From an optimization exercise on the open Yosys and OpenROAD flow, aimed at small area, a short achievable clock period and few clock cycles per item; shortcuts taken in it are not production practice.
In this exercise RTL edits were held to simulation tests only and were not proved equivalent to the original.
No activity file was given, so power comes from the tool's default toggle rates.

`design/flow/design.v`:
```
`default_nettype none
package pheapPkg;
    localparam int KEY_WIDTH   = 16;
    localparam int VALUE_WIDTH = 8;
    localparam int CAP_WIDTH   = 8;
    typedef logic [KEY_WIDTH-1:0]               keyT;
    typedef logic [VALUE_WIDTH-1:0]             valueT;
    typedef logic [KEY_WIDTH+VALUE_WIDTH-1:0]   kvT;
    typedef logic [CAP_WIDTH-1:0]               capT;
    typedef logic [CAP_WIDTH+KEY_WIDTH+VALUE_WIDTH:0] entryT;
    typedef logic [0:0] opT;
    localparam opT OP_ENQ = 1'b0;
    localparam opT OP_DEQ = 1'b1;
    typedef logic [1:0] statusT;
    localparam statusT ST_WAIT = 2'd0;
    localparam statusT ST_NEXT = 2'd1;
    localparam statusT ST_DONE = 2'd2;
    localparam kvT    KV_EMPTY    = '0;
    localparam entryT ENTRY_EMPTY = '0;
    function automatic entryT makeEntry(logic flag, capT cap, kvT kv);
        makeEntry = {flag, cap, kv};
    endfunction
    function automatic logic entryActive(entryT e);
        entryActive = e[CAP_WIDTH+KEY_WIDTH+VALUE_WIDTH];
    endfunction
    function automatic capT entryCap(entryT e);
        entryCap = e[KEY_WIDTH+VALUE_WIDTH +: CAP_WIDTH];
    endfunction
    function automatic kvT entryKv(entryT e);
        entryKv = e[KEY_WIDTH+VALUE_WIDTH-1:0];
    endfunction
    function automatic keyT kvKey(kvT kv);
        kvKey = kv[VALUE_WIDTH +: KEY_WIDTH];
    endfunction
    function automatic valueT kvValue(kvT kv);
        kvValue = kv[VALUE_WIDTH-1:0];
    endfunction
    function automatic keyT entryKey(entryT e);
        entryKey = e[VALUE_WIDTH +: KEY_WIDTH];
    endfunction
    function automatic capT subtreeSize(int level, int levels);
        subtreeSize = capT'((1 << (levels - level + 1)) - 1);
    endfunction
endpackage
`default_nettype wire
`default_nettype none
module levelMem #(
    parameter int LEVEL  = 2,
    parameter int LEVELS = 4,
    localparam int PAIR_W = (LEVEL > 2) ? LEVEL - 2 : 1
) (
    input  logic                    clk,
    input  logic                    rst,
    input  logic [LEVEL-2:0]        topAddr,
    output pheapPkg::entryT         topEntry,
    input  logic [PAIR_W-1:0]       pairAddr,
    output pheapPkg::entryT         leftEntry,
    output pheapPkg::entryT         rightEntry,
    input  logic                    wen,
    input  logic [LEVEL-2:0]        wrAddr,
    input  pheapPkg::entryT         wrEntry
);
    localparam int DEPTH = 1 << (LEVEL - 1);
    pheapPkg::entryT entries [DEPTH];
    logic [LEVEL-2:0] leftIdx;
    logic [LEVEL-2:0] rightIdx;
    generate
        if (LEVEL > 2) begin : gPairIdx
            assign leftIdx  = {pairAddr, 1'b0};
            assign rightIdx = {pairAddr, 1'b1};
        end else begin : gRootPair
            assign leftIdx  = 1'b0;
            assign rightIdx = 1'b1;
        end
    endgenerate
    always_ff @(posedge clk) begin
        if (rst) begin
            for (int i = 0; i < DEPTH; i++) begin
                entries[i] <= pheapPkg::makeEntry(1'b0,
                    pheapPkg::subtreeSize(LEVEL, LEVELS), pheapPkg::KV_EMPTY);
            end
        end else if (wen) begin
            entries[wrAddr] <= wrEntry;
        end
    end
    always_ff @(posedge clk) begin
        topEntry   <= entries[topAddr];
        leftEntry  <= entries[leftIdx];
        rightEntry <= entries[rightIdx];
    end
endmodule
`default_nettype wire
`default_nettype none
module rootLevel #(
    parameter int LEVELS = 4
) (
    input  logic                clk,
    input  logic                rst,
    input  logic                start,
    input  pheapPkg::opT        op,
    input  pheapPkg::kvT        inKv,
    input  pheapPkg::entryT     leftEntry,
    input  pheapPkg::entryT     rightEntry,
    output pheapPkg::statusT    status,
    output logic                active,
    output pheapPkg::kvT        outKv,
    output logic                nextPos,
    output pheapPkg::entryT     rootEntry
);
    typedef enum logic {IDLE, SET} stateT;
    stateT state;
    stateT nextState;
    pheapPkg::kvT kvReg;
    pheapPkg::entryT topReg;
    pheapPkg::entryT newTop;
    pheapPkg::capT topCap;
    logic pickRight;
    assign rootEntry = topReg;
    assign active    = (state == SET);
    assign topCap    = pheapPkg::entryCap(topReg);
    always_ff @(posedge clk) begin
        if (rst) begin
            state  <= IDLE;
            topReg <= pheapPkg::makeEntry(1'b0, pheapPkg::subtreeSize(1, LEVELS),
                pheapPkg::KV_EMPTY);
        end else begin
            state <= nextState;
            if (state == SET) begin
                topReg <= newTop;
            end
        end
    end
    always_ff @(posedge clk) begin
        if (state == IDLE && start) begin
            kvReg <= inKv;
        end
    end
    always_comb begin
        nextState = IDLE;
        status    = pheapPkg::ST_WAIT;
        outKv     = pheapPkg::KV_EMPTY;
        nextPos   = 1'b0;
        newTop    = topReg;
        pickRight = 1'b0;
        if (state == IDLE) begin
            if (start) begin
                nextState = SET;
            end
        end else if (op == pheapPkg::OP_ENQ) begin
            if (!pheapPkg::entryActive(topReg)) begin
                newTop = pheapPkg::makeEntry(1'b1, topCap - 1'b1, kvReg);
                status = pheapPkg::ST_DONE;
            end else begin
                if (pheapPkg::kvKey(kvReg) > pheapPkg::entryKey(topReg)) begin
                    newTop = pheapPkg::makeEntry(1'b1, topCap - 1'b1, kvReg);
                    outKv  = pheapPkg::entryKv(topReg);
                end else begin
                    newTop = pheapPkg::makeEntry(1'b1, topCap - 1'b1,
                        pheapPkg::entryKv(topReg));
                    outKv  = kvReg;
                end
                nextPos = pheapPkg::entryCap(rightEntry) > pheapPkg::entryCap(leftEntry);
                status  = pheapPkg::ST_NEXT;
            end
        end else begin
            outKv = pheapPkg::entryKv(topReg);
            pickRight = pheapPkg::entryActive(rightEntry) &&
                (!pheapPkg::entryActive(leftEntry) ||
                 pheapPkg::entryKey(rightEntry) > pheapPkg::entryKey(leftEntry));
            if (!pheapPkg::entryActive(leftEntry) && !pheapPkg::entryActive(rightEntry)) begin
                newTop = pheapPkg::makeEntry(1'b0, topCap + 1'b1, pheapPkg::KV_EMPTY);
                status = pheapPkg::ST_DONE;
            end else begin
                newTop = pheapPkg::makeEntry(1'b1, topCap + 1'b1,
                    pheapPkg::entryKv(pickRight ? rightEntry : leftEntry));
                nextPos = pickRight;
                status  = pheapPkg::ST_NEXT;
            end
        end
    end
endmodule
`default_nettype wire
`default_nettype none
module levelCtrl #(
    parameter int LEVEL  = 2,
    parameter int LEVELS = 4
) (
    input  logic                clk,
    input  logic                rst,
    input  logic                start,
    input  pheapPkg::opT        op,
    input  logic [LEVEL-2:0]    startPos,
    input  pheapPkg::kvT        inKv,
    input  pheapPkg::entryT     topEntry,
    input  pheapPkg::entryT     leftEntry,
    input  pheapPkg::entryT     rightEntry,
    output logic [LEVEL-2:0]    readAddr,
    output logic [LEVEL-2:0]    pairAddr,
    output logic [LEVEL-2:0]    wrAddr,
    output logic                wen,
    output pheapPkg::entryT     wrEntry,
    output pheapPkg::statusT    status,
    output pheapPkg::kvT        outKv,
    output logic [LEVEL-1:0]    nextPos
);
    localparam bit IS_BOTTOM = (LEVEL == LEVELS);
    typedef enum logic {READ_MEM, SET_OUT} stateT;
    stateT state;
    stateT nextState;
    logic [LEVEL-2:0] posReg;
    pheapPkg::kvT kvReg;
    pheapPkg::entryT leftEff;
    pheapPkg::entryT rightEff;
    pheapPkg::capT topCap;
    logic pickRight;
    logic leftAct;
    logic rightAct;
    always_ff @(posedge clk) begin
        if (rst) begin
            state <= READ_MEM;
        end else begin
            state <= nextState;
        end
    end
    always_ff @(posedge clk) begin
        if (state == READ_MEM && start) begin
            posReg <= startPos;
            kvReg  <= inKv;
        end
    end
    assign readAddr = (state == READ_MEM) ? startPos : posReg;
    assign pairAddr = readAddr;
    assign wrAddr   = posReg;
    assign leftEff  = IS_BOTTOM ? pheapPkg::ENTRY_EMPTY : leftEntry;
    assign rightEff = IS_BOTTOM ? pheapPkg::ENTRY_EMPTY : rightEntry;
    assign leftAct  = pheapPkg::entryActive(leftEff);
    assign rightAct = pheapPkg::entryActive(rightEff);
    assign topCap   = pheapPkg::entryCap(topEntry);
    always_comb begin
        nextState = READ_MEM;
        status    = pheapPkg::ST_WAIT;
        outKv     = pheapPkg::KV_EMPTY;
        nextPos   = {posReg, 1'b0};
        wen       = 1'b0;
        wrEntry   = topEntry;
        pickRight = 1'b0;
        if (state == READ_MEM) begin
            if (start) begin
                nextState = SET_OUT;
            end
        end else begin
            wen = 1'b1;
            if (op == pheapPkg::OP_ENQ) begin
                if (!pheapPkg::entryActive(topEntry)) begin
                    wrEntry = pheapPkg::makeEntry(1'b1, topCap - 1'b1, kvReg);
                    status  = pheapPkg::ST_DONE;
                end else begin
                    if (pheapPkg::kvKey(kvReg) > pheapPkg::entryKey(topEntry)) begin
                        wrEntry = pheapPkg::makeEntry(1'b1, topCap - 1'b1, kvReg);
                        outKv   = pheapPkg::entryKv(topEntry);
                    end else begin
                        wrEntry = pheapPkg::makeEntry(1'b1, topCap - 1'b1,
                            pheapPkg::entryKv(topEntry));
                        outKv   = kvReg;
                    end
                    pickRight = pheapPkg::entryCap(rightEff) > pheapPkg::entryCap(leftEff);
                    nextPos   = {posReg, pickRight};
                    status    = IS_BOTTOM ? pheapPkg::ST_DONE : pheapPkg::ST_NEXT;
                end
            end else begin
                outKv = pheapPkg::entryKv(topEntry);
                pickRight = rightAct &&
                    (!leftAct || pheapPkg::entryKey(rightEff) > pheapPkg::entryKey(leftEff));
                if (!leftAct && !rightAct) begin
                    wrEntry = pheapPkg::makeEntry(1'b0, topCap + 1'b1, pheapPkg::KV_EMPTY);
                    status  = pheapPkg::ST_DONE;
                end else begin
                    wrEntry = pheapPkg::makeEntry(1'b1, topCap + 1'b1,
                        pheapPkg::entryKv(pickRight ? rightEff : leftEff));
                    nextPos = {posReg, pickRight};
                    status  = pheapPkg::ST_NEXT;
                end
            end
        end
    end
endmodule
`default_nettype wire
`default_nettype none
module pheapQueue #(
    parameter int LEVELS = 6
) (
    input  logic            clk,
    input  logic            rst,
    input  logic            start,
    input  pheapPkg::opT    op,
    input  pheapPkg::kvT    inKv,
    output logic            busy,
    output logic            resultValid,
    output pheapPkg::kvT    resultKv,
    output logic            full,
    output logic            empty
);
    pheapPkg::opT opReg;
    pheapPkg::entryT rootEntry;
    logic accept;
    logic rootNext;
    pheapPkg::statusT levStatus [1:LEVELS];
    pheapPkg::kvT     levKv     [1:LEVELS];
    logic [LEVELS-1:0] levPos   [1:LEVELS];
    logic             levActive [1:LEVELS];
    pheapPkg::entryT  pairLeft  [1:LEVELS];
    pheapPkg::entryT  pairRight [1:LEVELS];
    logic [LEVELS-1:0] pairAddrs [1:LEVELS];
    assign full  = pheapPkg::entryActive(rootEntry) && (pheapPkg::entryCap(rootEntry) == '0);
    assign empty = !pheapPkg::entryActive(rootEntry);
    assign accept = start && !busy &&
        !(op == pheapPkg::OP_ENQ && full) && !(op == pheapPkg::OP_DEQ && empty);
    always_ff @(posedge clk) begin
        if (rst) begin
            opReg <= pheapPkg::OP_ENQ;
        end else if (accept) begin
            opReg <= op;
        end
    end
    rootLevel #(.LEVELS(LEVELS)) root (
        .clk(clk), .rst(rst), .start(accept), .op(opReg), .inKv(inKv),
        .leftEntry(pairLeft[1]), .rightEntry(pairRight[1]),
        .status(levStatus[1]), .active(levActive[1]), .outKv(levKv[1]),
        .nextPos(rootNext), .rootEntry(rootEntry)
    );
    assign levPos[1]    = LEVELS'(rootNext);
    assign pairAddrs[1] = '0;
    assign pairLeft[LEVELS]  = pheapPkg::ENTRY_EMPTY;
    assign pairRight[LEVELS] = pheapPkg::ENTRY_EMPTY;
    generate
        for (genvar L = 2; L <= LEVELS; L++) begin : gLevel
            localparam int PW = (L > 2) ? L - 2 : 1;
            logic [L-2:0] readAddr;
            logic [L-2:0] pairAddr;
            logic [L-2:0] wrAddr;
            logic [L-1:0] nextPos;
            logic wen;
            pheapPkg::entryT wrEntry;
            pheapPkg::entryT topEntry;
            levelMem #(.LEVEL(L), .LEVELS(LEVELS)) mem (
                .clk(clk), .rst(rst), .topAddr(readAddr), .topEntry(topEntry),
                .pairAddr(pairAddrs[L-1][PW-1:0]),
                .leftEntry(pairLeft[L-1]), .rightEntry(pairRight[L-1]),
                .wen(wen), .wrAddr(wrAddr), .wrEntry(wrEntry)
            );
            levelCtrl #(.LEVEL(L), .LEVELS(LEVELS)) ctrl (
                .clk(clk), .rst(rst), .start(levStatus[L-1] == pheapPkg::ST_NEXT),
                .op(opReg), .startPos(levPos[L-1][L-2:0]), .inKv(levKv[L-1]),
                .topEntry(topEntry), .leftEntry(pairLeft[L]), .rightEntry(pairRight[L]),
                .readAddr(readAddr), .pairAddr(pairAddr), .wrAddr(wrAddr),
                .wen(wen), .wrEntry(wrEntry), .status(levStatus[L]),
                .outKv(levKv[L]), .nextPos(nextPos)
            );
            assign pairAddrs[L] = LEVELS'(pairAddr);
            assign levPos[L]    = LEVELS'(nextPos);
            assign levActive[L] = (levStatus[L] != pheapPkg::ST_WAIT);
        end
    endgenerate
    always_comb begin
        busy = 1'b0;
        for (int i = 1; i <= LEVELS; i++) begin
            busy = busy | levActive[i];
        end
    end
    always_ff @(posedge clk) begin
        if (rst) begin
            resultValid <= 1'b0;
        end else begin
            resultValid <= levActive[1] && (opReg == pheapPkg::OP_DEQ);
        end
    end
    always_ff @(posedge clk) begin
        resultKv <= levKv[1];
    end
endmodule
`default_nettype wire
```
`design/flow/run.sh`:
```
#!/bin/bash
# synth_recipe.tcl (not shown) runs the flow's synth.tcl, then flattens the netlist and writes it again
# the make line also repeats each setting of config.mk as NAME=value (left out here)
make -C /OpenROAD-flow-scripts/flow DESIGN_CONFIG=/design/flow/config.mk WORK_HOME=/design/flow/orfs CLKGATE_MAP_FILE= SYNTH_SCRIPT=/design/flow/synth_recipe.tcl finish
```
`design/flow/config.mk`:
```
export PLATFORM = sky130hd
export DESIGN_NAME = pheapQueue
export DESIGN_NICKNAME = pheapQueue
export VERILOG_FILES = /design/flow/design.v
export SDC_FILE = /design/flow/constraint.sdc
export NUM_CORES = 4
export LEC_CHECK = 0
export CAP_MARGIN = 20
export CORE_MARGIN = 2
export CORE_UTILIZATION = 35
export PLACE_DENSITY = 0.42
export SLEW_MARGIN = 20
```
`design/flow/constraint.sdc`:
```
create_clock -name core_clock -period 6.0 [get_ports {clk}]
set_input_delay 1.2000 -clock core_clock [delete_from_list [all_inputs] [get_ports {clk}]]
set_output_delay 1.2000 -clock core_clock [all_outputs]
set_load 0.01 [all_outputs]
```
==> summary.txt <==
reg2reg setup slack -> 1100 ps
vias in the first global route -> 107301
status -> timing/DRC/antenna clean
CP arrival -> 3710 ps
Fill cells -> 36090
maxcap violations -> 0
R2R Path Start -> gLevel[5].mem.leftEntry[18]$_DFF_P_
skew final -> 51.7 ps
type of origin of the critical path -> flip-flop
CTS Buffer Depth -> 4
synth unique cells -> 75
Reg power frac -> 47.9%
fin area -> 0.152 mm²
CTS Hold Bufs -> 0
first-pass GRT wire length -> 887 mm
die footprint -> 0.383 mm²
sequential fraction of the synthesis area -> 58.5%
CTS tree -> done
Post-Syn Area -> 0.132 mm²
Tmin final -> 4910 ps
Yosys warning count -> 24
Clk pwr share -> 47.7%
remaining antenna violation count -> 0
flops & latches, synth -> 2765
Cells after Synth -> 12163
DRC -> 0
Initial Utilization -> 35.2%
via/cell ratio -> 6.44
CP max FO -> 33
Core Region -> 0.376 mm²
number of synthesized flops with an enable pin -> 2205
main area contributors after synthesis -> edfxtp_1 (50%), dfxtp_1 (8.5%), nor2_1 (5.8%), o22ai_1 (4.9%), nand2_1 (3.7%)
period utilization -> 81.9%
most common cell in the synthesized netlist -> edfxtp_1
slowest cell on the critical path -> nor4_1
DP Cell Count -> 16591
HP Class -> reg2reg
share of cells above drive strength 1 -> 12.7%
PD cells -> 298 mW/mm²
reg2reg end -> gLevel[6].mem.rightEntry[6]$_DFF_P_
fin cells -> 17217
critical path class -> reg2out
Slew Viols, Final -> 0
RSZ-0062 raised after global routing -> no
Buffers on Ports -> 55
Mapped Nets -> 12449
cell taking the most area after synthesis -> edfxtp_1
htree depth -> 5
number of cells on the worst reg-to-reg path -> 13
most frequent cells after synthesis -> edfxtp_1 (2205), nor2_1 (2045), nand2_1 (1307)
P&R area growth vs syn -> 14.9%
initial DRC count -> 17520
mean routed wirelength per cell -> 37.9 µm
prevailing post-synth register cell -> edfxtp_1
Pleak -> 53.4 nW
GR Util All Layers -> 33.0%
initial antenna violation count -> 25
total power -> 0.0452 W
VDD IR max -> 0.241 mV
worst-margin pin slew -> 1300 ps
Fmax achieved -> 204 MHz
# resized after CTS -> 0
Hold Violations, Final -> 0
Setup crit end kind -> output pin
total gr overflow -> 0
Comb power frac -> 4.4%
Req. time, crit path -> 4800 ps
worst-skew pair later-pin latency -> 970 ps
Pint -> 0.0346 W
Sw Ratio -> 23.6%
nets@finish -> 12223
Root Buffer -> clkbuf_16
I/O pins -> 56
final wirelength -> 652 mm
Rel. slew slack -> 13.2%
Num CTS Buffers -> 333
DR pass1 iterations -> 10
CP max stage delay -> 1010 ps
clk slew on worst S/H paths -> 60 ps
Hold Crit Endpoint -> gLevel[2].mem.leftEntry[27]$_DFF_P_
chain of cells forming the critical path -> buf_4 > nor4_1 > nand2_1 > clkdlybuf4s50_1
routed vias -> 110894
endpoints failing setup -> 0
Die Height -> 619 µm
Synth Area per Inst -> 10.9 µm²
Site Rows -> 225
DP Area -> 0.140 mm²
dpl hpwl -> 387 mm
Final TNS setup -> 0 ps
worst path bufs/invs -> 2
Die Width -> 619 µm
largest net degree at the start of global routing -> 116
ys async rst share -> 0%
total setup buffers inserted after CTS -> 0
Hold Startpoint -> gLevel[2].mem.entries[0][27]$_SDFFCE_PN1P_
delay-heaviest family, CP -> simple AND/OR/NAND/NOR gates
Hold Path Depth -> 0
Final Wtd Congestion -> 0.924
Psw -> 0.0107 W
Synth top area share -> 50.0%
# clock sinks -> 2765
how the worst max path moves through the flow:
stage                                                   start                                   to  slack [ps]  depth (start not counted)
after floorplan                            opReg$_SDFFE_PP0P_    gLevel[2].ctrl.kvReg[0]$_DFFE_PP_         210                          5
after global placement    gLevel[5].mem.leftEntry[20]$_DFF_P_  gLevel[6].mem.leftEntry[23]$_DFF_P_        1330                         13
after detailed placement  gLevel[5].mem.leftEntry[20]$_DFF_P_  gLevel[6].mem.leftEntry[14]$_DFF_P_        1300                         13
final                         gLevel[4].ctrl.state$_SDFF_PP0_                                 busy        1090                          4
after CTS                     gLevel[4].ctrl.state$_SDFF_PP0_                                 busy        1160                          4
after global routing      gLevel[5].mem.leftEntry[18]$_DFF_P_  gLevel[6].mem.leftEntry[25]$_DFF_P_        1010                         13
routing by layer:
metal	track usage (%)	vias to the layer above	wire (µm)
li1	-	45165	-
met1	46.0	56215	266000
met2	48.3	7947	274000
met3	7.96	1551	75800
met4	15.3	16	35300
met5	0	-	121
state kept, by name (all words and copies together), names as in the netlist:
| name | flops |
|---|---|
| root.kvReg | 24 |
| root.topReg | 33 |
| opReg | 1 |
| gLevel.mem.topEntry | 165 |
| gLevel.mem.entries | 2046 |
| resultKv | 24 |
| resultValid | 1 |
| gLevel.ctrl.kvReg | 120 |
| root.state | 1 |
| gLevel.mem.leftEntry | 165 |
| gLevel.mem.rightEntry | 165 |
| gLevel.ctrl.state | 5 |
| gLevel.ctrl.posReg | 15 |
logic make-up after synthesis:
| group | Yosys count | synth area share (%) |
|---|---|---|
| AO/OA/AOI/OAI | 2912 | 15.0 |
| XOR/XNOR | 45 | 0.298 |
| multiplexers | 814 | 7.36 |
| flip-flops | 2765 | 58.5 |
| buffers and inverters | 1326 | 3.90 |
| AND/OR/NAND/NOR | 4043 | 12.5 |
| adder cells (fa/ha/maj) | 258 | 2.47 |
cell usage in the layout, fill, tap and decap left out, drive strengths merged, types with 252 or more instances in the layout:
cell type | netlist | layout
edfxtp | 2205 | 2205
nor2 | 2045 | 2045
nand2 | 1308 | 1308
o22ai | 1034 | 1034
dfxtp | 560 | 560
o21ai | 488 | 488
clkbuf | 882 | 464
buf | 166 | 433
mux2i | 428 | 428
mux2 | 287 | 287
inv | 276 | 285
ha | 252 | 252
layout make-up:
class | instances | area (µm²) | area share, %
sequential | 2765 | 77400 | 50.9
multi-input combinational | 8072 | 51100 | 33.6
clock buffer | 464 | 9570 | 6.30
tap | 4994 | 6250 | 4.11
timing repair buffer | 487 | 4740 | 3.12
clock inverter | 152 | 1840 | 1.21
inverter | 278 | 1050 | 0.691
antenna | 5 | 12.5 | 0.00823
power groups by stage:
stage                     logic [W]  registers, W  clock network, W
after floorplan             0.00103        0.0218                 0
after global placement      0.00193        0.0221                 0
after detailed placement    0.00195        0.0221                 0
after CTS                   0.00196        0.0217            0.0217
after global routing        0.00209        0.0217            0.0224
final                       0.00199        0.0217            0.0216
metrics by stage:
stage	hold slack, ps	utilization [%]	setup WS [ps]
floorplan	341	-	208
CTS	345	40.4	1160
global placement	345	37.3	1330
finish	339	40.4	1090
detailed placement	351	37.3	1300
global route	353	40.4	1010
worst register-to-register path, delay by kind of cell, from the launching register on:
kind,cells,cell delay (ps)
AO/OA/AOI/OAI,6,1450
AND/OR/NAND/NOR,3,1700
buffers and inverters,3,900
flip-flops,1,350
adder cells (fa/ha/maj),1,300
Testbench counts, summed over its fixed seeds: cycles 165,022, ops 24,000.

==> static timing again, ports no longer ideal <==
In the flow no input, the clock included, has a driving cell. The finished layout below was timed again as built, in two steps.
Step 1: set_driving_cell puts a clkbuf_16 on clk and a buf_2 on each other input, an assumption about the parent block.
Step 2 moves the port delays by t, midway between the first and last clock arrival at a register: inputs arrive t later, outputs are due t later. That takes back most of the time a late clock gives input paths.
Slacks: ideal / step 1 / step 2; pairs: ideal / step 1.
shift t [ns]: 1.063
setup WS [ns]: 1.087 / 0.965 / 1.097
worst setup path at the end: register to register
worst register clock-pin slew, ns: 0.07 / 0.07
After both steps this run still meets setup and hold. The setup slack of this run moves by -0.122 ns with the drivers and by +0.010 ns with both steps.
